What follows belongs to an exercise in optimizing a design on an open flow for small area, a short achievable clock period and few clock cycles; a production flow would make more cautious choices.
In this exercise RTL edits were held to simulation tests only and were not proved equivalent to the original.
Power figures rest on the tool's default switching activity, not on a simulated workload.

===== flow/config.mk =====
export PLATFORM = sky130hd
export DESIGN_NAME = alu_md
export DESIGN_NICKNAME = alu_md
export VERILOG_FILES = /design/flow/design.v
export SDC_FILE = /design/flow/constraint.sdc
export NUM_CORES = 4
export LEC_CHECK = 0
export CAP_MARGIN = 20
export CORE_MARGIN = 2
export CORE_UTILIZATION = 40
export SLEW_MARGIN = 20

===== flow/run.sh =====
#!/bin/bash
# synth_recipe.tcl (not shown) runs the flow's synth.tcl, then flattens the netlist and writes it again
# the make line also repeats each setting of config.mk as NAME=value (left out here)
make -C /OpenROAD-flow-scripts/flow DESIGN_CONFIG=/design/flow/config.mk WORK_HOME=/design/flow/orfs CLKGATE_MAP_FILE= SYNTH_SCRIPT=/design/flow/synth_recipe.tcl finish

===== flow/design.v =====
module alu_md #(
  parameter int unsigned WIDTH = 32,
  parameter int unsigned SAW   = 5,
  parameter int unsigned CW    = 6
) (
  input  logic             clk,
  input  logic             reset,
  input  logic [WIDTH-1:0] RSbus,
  input  logic [WIDTH-1:0] RTbus,
  input  logic [WIDTH-1:0] Imm,
  input  logic             UseImm,
  input  logic [7:0]       SEL,
  input  logic             Start,
  input  logic             ReadLabel,
  input  logic             WriteLabel,
  output logic [WIDTH-1:0] ALUout,
  output logic [WIDTH-1:0] HI,
  output logic [WIDTH-1:0] LO,
  output logic             Busy,
  output logic             Done
);
  localparam int unsigned DW = 2 * WIDTH;
  localparam logic [7:0] SEL_ADD   = 8'h00;
  localparam logic [7:0] SEL_AND   = 8'h01;
  localparam logic [7:0] SEL_XOR   = 8'h02;
  localparam logic [7:0] SEL_OR    = 8'h03;
  localparam logic [7:0] SEL_NOR   = 8'h04;
  localparam logic [7:0] SEL_SUB   = 8'h05;
  localparam logic [7:0] SEL_SLTU  = 8'h06;
  localparam logic [7:0] SEL_SLT   = 8'h07;
  localparam logic [7:0] SEL_SRA   = 8'h08;
  localparam logic [7:0] SEL_SRL   = 8'h09;
  localparam logic [7:0] SEL_SLL   = 8'h0A;
  localparam logic [7:0] SEL_MULT  = 8'h10;
  localparam logic [7:0] SEL_MULTU = 8'h11;
  localparam logic [7:0] SEL_DIV   = 8'h12;
  localparam logic [7:0] SEL_DIVU  = 8'h13;
  localparam logic [7:0] SEL_MFHI  = 8'h14;
  localparam logic [7:0] SEL_MFLO  = 8'h15;
  localparam logic [7:0] SEL_MTHI  = 8'h16;
  localparam logic [7:0] SEL_MTLO  = 8'h17;
  typedef enum logic [1:0] {S_IDLE, S_MUL, S_DIV, S_FIX} state_t;
  state_t           state, state_nxt;
  logic [CW-1:0]    cnt, cnt_nxt;
  logic [DW-1:0]    acc, acc_nxt;
  logic [WIDTH-1:0] opa, opa_nxt;
  logic [WIDTH-1:0] dvd, dvd_nxt;
  logic             neg_q, neg_q_nxt;
  logic             neg_r, neg_r_nxt;
  logic             dz, dz_nxt;
  logic             is_div, is_div_nxt;
  logic [WIDTH-1:0] alu_nxt, hi_nxt, lo_nxt;
  logic             busy_nxt, done_nxt;
  logic [WIDTH-1:0] y;
  logic [SAW-1:0]   sa;
  logic             op_sgn;
  logic [WIDTH-1:0] x_mag, y_mag;
  logic [WIDTH:0]   mul_sum;
  logic [DW-1:0]    mul_acc;
  logic [WIDTH:0]   div_sh, div_diff;
  logic [DW-1:0]    div_acc;
  logic [WIDTH-1:0] fix_q, fix_r;
  logic [DW-1:0]    fix_p;
  logic             unused_labels;
  function automatic logic [WIDTH-1:0] neg_w(input logic [WIDTH-1:0] v);
    neg_w = (~v) + WIDTH'(1);
  endfunction
  assign unused_labels = ReadLabel ^ WriteLabel;
  assign y      = UseImm ? Imm : (SEL[7] ? RSbus : RTbus);
  assign sa     = UseImm ? Imm[SAW+5:6] : RSbus[SAW-1:0];
  assign op_sgn = (SEL == SEL_MULT) || (SEL == SEL_DIV);
  assign x_mag  = (op_sgn && RSbus[WIDTH-1]) ? neg_w(RSbus) : RSbus;
  assign y_mag  = (op_sgn && y[WIDTH-1]) ? neg_w(y) : y;
  assign mul_sum = {1'b0, acc[DW-1:WIDTH]} + {1'b0, (acc[0] ? opa : '0)};
  assign mul_acc = {mul_sum, acc[WIDTH-1:1]};
  assign div_sh   = {acc[DW-1:WIDTH], acc[WIDTH-1]};
  assign div_diff = div_sh - {1'b0, opa};
  assign div_acc  = div_diff[WIDTH] ? {div_sh[WIDTH-1:0], acc[WIDTH-2:0], 1'b0}
                                    : {div_diff[WIDTH-1:0], acc[WIDTH-2:0], 1'b1};
  assign fix_q = neg_q ? neg_w(acc[WIDTH-1:0]) : acc[WIDTH-1:0];
  assign fix_r = neg_r ? neg_w(acc[DW-1:WIDTH]) : acc[DW-1:WIDTH];
  assign fix_p = neg_q ? ((~acc) + DW'(1)) : acc;
  always_ff @(posedge clk or posedge reset) begin
    if (reset) state <= S_IDLE;
    else       state <= state_nxt;
  end
  always_comb begin
    state_nxt = state;
    case (state)
      S_IDLE: begin
        if (Start && (SEL == SEL_MULT || SEL == SEL_MULTU))    state_nxt = S_MUL;
        else if (Start && (SEL == SEL_DIV || SEL == SEL_DIVU)) state_nxt = S_DIV;
      end
      S_MUL:   if (cnt == CW'(1)) state_nxt = S_FIX;
      S_DIV:   if (cnt == CW'(1)) state_nxt = S_FIX;
      S_FIX:   state_nxt = S_IDLE;
      default: state_nxt = S_IDLE;
    endcase
  end
  always_comb begin
    alu_nxt    = ALUout;
    hi_nxt     = HI;
    lo_nxt     = LO;
    done_nxt   = 1'b0;
    busy_nxt   = (state_nxt != S_IDLE);
    cnt_nxt    = cnt;
    acc_nxt    = acc;
    opa_nxt    = opa;
    dvd_nxt    = dvd;
    neg_q_nxt  = neg_q;
    neg_r_nxt  = neg_r;
    dz_nxt     = dz;
    is_div_nxt = is_div;
    case (state)
      S_IDLE: begin
        if (Start) begin
          done_nxt = 1'b1;
          case (SEL)
            SEL_ADD:  alu_nxt = RSbus + y;
            SEL_AND:  alu_nxt = RSbus & y;
            SEL_XOR:  alu_nxt = RSbus ^ y;
            SEL_OR:   alu_nxt = RSbus | y;
            SEL_NOR:  alu_nxt = ~(RSbus | y);
            SEL_SUB:  alu_nxt = RSbus - y;
            SEL_SLTU: alu_nxt = WIDTH'(RSbus < y);
            SEL_SLT:  alu_nxt = WIDTH'($signed(RSbus) < $signed(y));
            SEL_SRA:  alu_nxt = $unsigned($signed(RTbus) >>> sa);
            SEL_SRL:  alu_nxt = RTbus >> sa;
            SEL_SLL:  alu_nxt = RTbus << sa;
            SEL_MFHI: alu_nxt = HI;
            SEL_MFLO: alu_nxt = LO;
            SEL_MTHI: hi_nxt  = RSbus;
            SEL_MTLO: lo_nxt  = RSbus;
            SEL_MULT, SEL_MULTU: begin
              done_nxt   = 1'b0;
              opa_nxt    = x_mag;
              acc_nxt    = {{WIDTH{1'b0}}, y_mag};
              neg_q_nxt  = op_sgn & (RSbus[WIDTH-1] ^ y[WIDTH-1]);
              neg_r_nxt  = 1'b0;
              dz_nxt     = 1'b0;
              is_div_nxt = 1'b0;
              cnt_nxt    = CW'(WIDTH);
            end
            SEL_DIV, SEL_DIVU: begin
              done_nxt   = 1'b0;
              opa_nxt    = y_mag;
              acc_nxt    = {{WIDTH{1'b0}}, x_mag};
              neg_q_nxt  = op_sgn & (RSbus[WIDTH-1] ^ y[WIDTH-1]);
              neg_r_nxt  = op_sgn & RSbus[WIDTH-1];
              dz_nxt     = (y == '0);
              dvd_nxt    = RSbus;
              is_div_nxt = 1'b1;
              cnt_nxt    = CW'(WIDTH);
            end
            default:  alu_nxt = '0;
          endcase
        end
      end
      S_MUL: begin
        acc_nxt = mul_acc;
        cnt_nxt = cnt - CW'(1);
      end
      S_DIV: begin
        acc_nxt = div_acc;
        cnt_nxt = cnt - CW'(1);
      end
      S_FIX: begin
        done_nxt = 1'b1;
        if (is_div && dz) begin
          lo_nxt = '1;
          hi_nxt = dvd;
        end else if (is_div) begin
          lo_nxt = fix_q;
          hi_nxt = fix_r;
        end else begin
          lo_nxt = fix_p[WIDTH-1:0];
          hi_nxt = fix_p[DW-1:WIDTH];
        end
      end
      default: ;
    endcase
  end
  always_ff @(posedge clk or posedge reset) begin
    if (reset) begin
      ALUout <= '0;
      HI     <= '0;
      LO     <= '0;
      Busy   <= 1'b0;
      Done   <= 1'b0;
      cnt    <= '0;
      acc    <= '0;
      opa    <= '0;
      dvd    <= '0;
      neg_q  <= 1'b0;
      neg_r  <= 1'b0;
      dz     <= 1'b0;
      is_div <= 1'b0;
    end else begin
      ALUout <= alu_nxt;
      HI     <= hi_nxt;
      LO     <= lo_nxt;
      Busy   <= busy_nxt;
      Done   <= done_nxt;
      cnt    <= cnt_nxt;
      acc    <= acc_nxt;
      opa    <= opa_nxt;
      dvd    <= dvd_nxt;
      neg_q  <= neg_q_nxt;
      neg_r  <= neg_r_nxt;
      dz     <= dz_nxt;
      is_div <= is_div_nxt;
    end
  end
endmodule

===== flow/constraint.sdc =====
create_clock -name core_clock -period 6.0 [get_ports {clk}]
set_input_delay 1.2000 -clock core_clock [delete_from_list [all_inputs] [get_ports {clk}]]
set_output_delay 1.2000 -clock core_clock [all_outputs]
set_load 0.01 [all_outputs]

==> impl_results.md <==
* Run status: complete, no violations
* Post-synthesis sequential area ratio at 21.8%
* Buffer count from post-CTS setup fixing at 0
* Top cells by area, synth: dfrtp_1 (22%), ha_1 (8.1%), o21ai_0 (6.9%), nand2_1 (6.2%), mux2i_1 (6.1%)
* Sink Count at 238
* Antenna viol nets, final at 0
* Port Buf Inserts at 205
* Vias in the first global route at 28000
* Clock Latency Late Sink at about 620 ps
* Die width at 265 um
* Average wire per standard cell at 27.1 um
* FMAX at 187 MHz
* Rows at 95
* Initial DRT Pass Iterations at 7
* Io pins at between 200 and 250
* Commonest non-fill, non-tap cell in the layout: nand2_1
* Tightest Pin Transition at between 1000 and 1500 ps
* CTS tree: done
* Vias per cell at 6.32
* Num CTS Buffers at 31
* RSZ-0062 raised after global routing: false
* Slew Limit Fails at 0
* Synth Area per Inst at 7.36 um^2
* Clock buffer depth at 3
* Post-synth top area share at 21.8%
* CTS Root Cell: clkbuf_16
* Critical Path AT at 5840 ps
* Fill count at 6803
* CTS Hold Bufs at 0
* Share of layout cells above drive strength 1 at approximately 7.7%
* Die area at ~70000 um^2
* WL met3 at a little over 10000 um
* Rel. slew slack at 30.5%
* EDFF count, synth at 0
* Maximum Capacitance Violations at 0
* Syn. warnings at 1
* Htree depth at 1
* Initial Util at 40.5%
* DRT iter0 DRCs at 3660
* Congestion Overflow GR at 0
* Synth area leader: dfrtp_1
* Worst setup EP type: register
* Top Metal Used: met4
* Register clock-pin slew on the reported worst setup and hold paths at about 60 ps
* Largest net degree at the start of global routing at 117
* Final setup violation count at 0
* Detailed-route via count at 29800
* Post-route clock period utilization at 89.0%
* Hold crit path type: reg -> reg
* All-Layer GR Usage at 35.4%
* Residual DRC count at 0
* Core box area at 67400 um^2
* Final Hold Fails at 0
* Final core occ at a little under half
* Syn Nets at between 3000 and 4000
* DIE HEIGHT at 265 um
* Setup TNS at 0 ps
* Peak supply drop at 0.000271 V
* Most frequent cells in the layout: nand2_1 (450), o21ai_0 (378), nor2_1 (351)
* Initial antenna violation count at 2
* Final min period at 5340 ps
* Post-CTS Resized at 0
* Gpl congestion at approximately 1.0
* Clock Skews at between 40 and 50 ps
* Yosys reg bits at 238
* First-pass GRT wire length at between 150000 and 200000 um
* Gate Count Post-Synth at about 3700
* Crit Path Category: in -> reg
* Nets at 4116
* Crit Path Max Fanout at 4
* Synth cell types at 97
* Dominant synthesized flop cell: dfrtp_1
* Met2 wire length at about 56000 um
* Power Dens Cells at 319 nW/um^2
* WL final at 128000 um
* Hpwl dp at 101000 um
* Static leakage at 13.5 nW
* Async set-reset flop share out of synthesis at 100%
* Synthesized area at 27300 um^2
* CP Data Required Time at 6500 ps
* Met1 wire length at about 54000 um
* Tot Pwr at around 10 mW
* Crit path launch type: input port
* Synthesis-to-finish area growth at 16.2%
-- sequential cells by signal, indices dropped and copies added (netlist names) --
name    flops
neg_q       1
Done        1
HI         32
LO         32
dz          1
state       2
Busy        1
neg_r       1
opa        32
cnt         6
is_div      1
acc        64
dvd        32
ALUout     32
-- critical path, stage by stage --
cell and delay, ps:
clkdlybuf4s50_1 460, mux2_2 280, mux2i_1 200, inv_1 90, ha_1 260, fa_1 430
a21o_1 190, a211o_1 330, a211oi_1 320, o21ai_1 240, or4_1 720, a31oi_1 290
o21ai_0 160, xnor2_1 180, o21ai_0 100, o32a_1 380
-- kinds of logic after synthesis --
kind of cell               count (synthesis)  share of synthesized area (%)
AOI/OAI and AO/OA                       1319                           30.7
muxes                                    190                           7.55
buffers and inverters                    422                           6.32
xor gates and xnor gates                 188                           6.04
adders and majority gates                181                           8.41
DFF                                      238                           21.8
and+or+nand+nor                         1170                           19.1
-- layer usage --
layer  global-route usage [%]  up-vias
li1                         -    13800
met1                     47.4    14300
met2                     56.0     1467
met3                     5.20      256
met4                     16.8        0
met5                        0        -
-- where the power goes --
| part | total [mW] | internal, mW | switching [mW] |
|---|---|---|---|
| clock | 2.08 | 1.25 | 0.827 |
| combinational | 5.17 | 2.04 | 3.13 |
| sequential | 2.86 | 2.09 | 0.771 |
-- cells in the mapped netlist, types with 43 or more instances --
cell type and number:
a21o_1 52, a21oi_1 308, a221oi_1 43, a22oi_1 52, a31oi_1 48, clkbuf_1 206, dfrtp_1 238, ha_1 177
inv_1 143, mux2i_1 167, nand2_1 453, nand3_1 84, nor2_1 354, nor3_1 62, o211ai_1 54, o21ai_0 378
o22ai_1 53, xnor2_1 159
-- area by class of cell --
type / instances / area, um^2 / share of cell area, %
multi-input combinational: 3048 / 19700 / 62.3
sequential: 238 / 5960 / 18.8
inverter: 145 / 548 / 1.73
timing repair buffer: 361 / 3260 / 10.3
tap: 873 / 1090 / 3.45
antenna: 1 / 2.50 / 0.00789
clock buffer: 39 / 846 / 2.67
clock inverter: 18 / 260 / 0.821
-- path summary, 6_finish.rpt --
kind,from,to,slack (ps),depth (start not counted)
worst max-delay path,RTbus[0],ALUout[30]$_DFFE_PP0P_,660,16
worst min-delay path,dvd[30]$_DFFE_PP0P_,dvd[30]$_DFFE_PP0P_,480,2
worst max register to register,acc[31]$_DFFE_PP0P_,acc[43]$_DFFE_PP0P_,1740,14
worst min register to register,dvd[30]$_DFFE_PP0P_,dvd[30]$_DFFE_PP0P_,480,2
max in group asynchronous,reset,ALUout[2]$_DFFE_PP0P_,3820,3
min in group asynchronous,reset,acc[50]$_DFFE_PP0P_,1020,2
-- through the flow --
| stage | cell area, um^2 | hold WS [ps] | instances | setup WS [ps] |
|---|---|---|---|---|
| detailed placement | 30600 | 466 | 4664 | 134 |
| floorplan | 27300 | 445 | 3708 | 734 |
| global route | 31700 | 505 | 4722 | 480 |
| CTS | 31700 | 480 | 4721 | 776 |
| finish | 31700 | 479 | 4723 | 660 |
| global placement | 30600 | 456 | 4664 | 119 |
Testbench counts, summed over its fixed seeds: cycles 66,476.

## separate check: timing with driven ports
No port has a modelled driver above. Below, the same layout with a new extraction and two added sets of constraints. Step 1 sets driving cells, clkbuf_16 on the clock port and buf_2 on the other inputs (assumed; they add their load-dependent delay and slew). Step 2, shift: input delay + t, output delay - t, t = (earliest + latest rising clock arrival at the registers) / 2. This alone moves slack from input paths to output paths. a / b / c = ideal ports / drivers / drivers and shift; a / b = the first two.
t, ns: 0.653
setup WS [ns]: 0.660 / 0.691 / 0.038
worst setup path at the end: input to register
cell pins on the clock port's net: 1
After both steps setup and hold are still met in this run. The setup slack of this run moves by +0.031 ns with the drivers and by -0.622 ns with both steps.
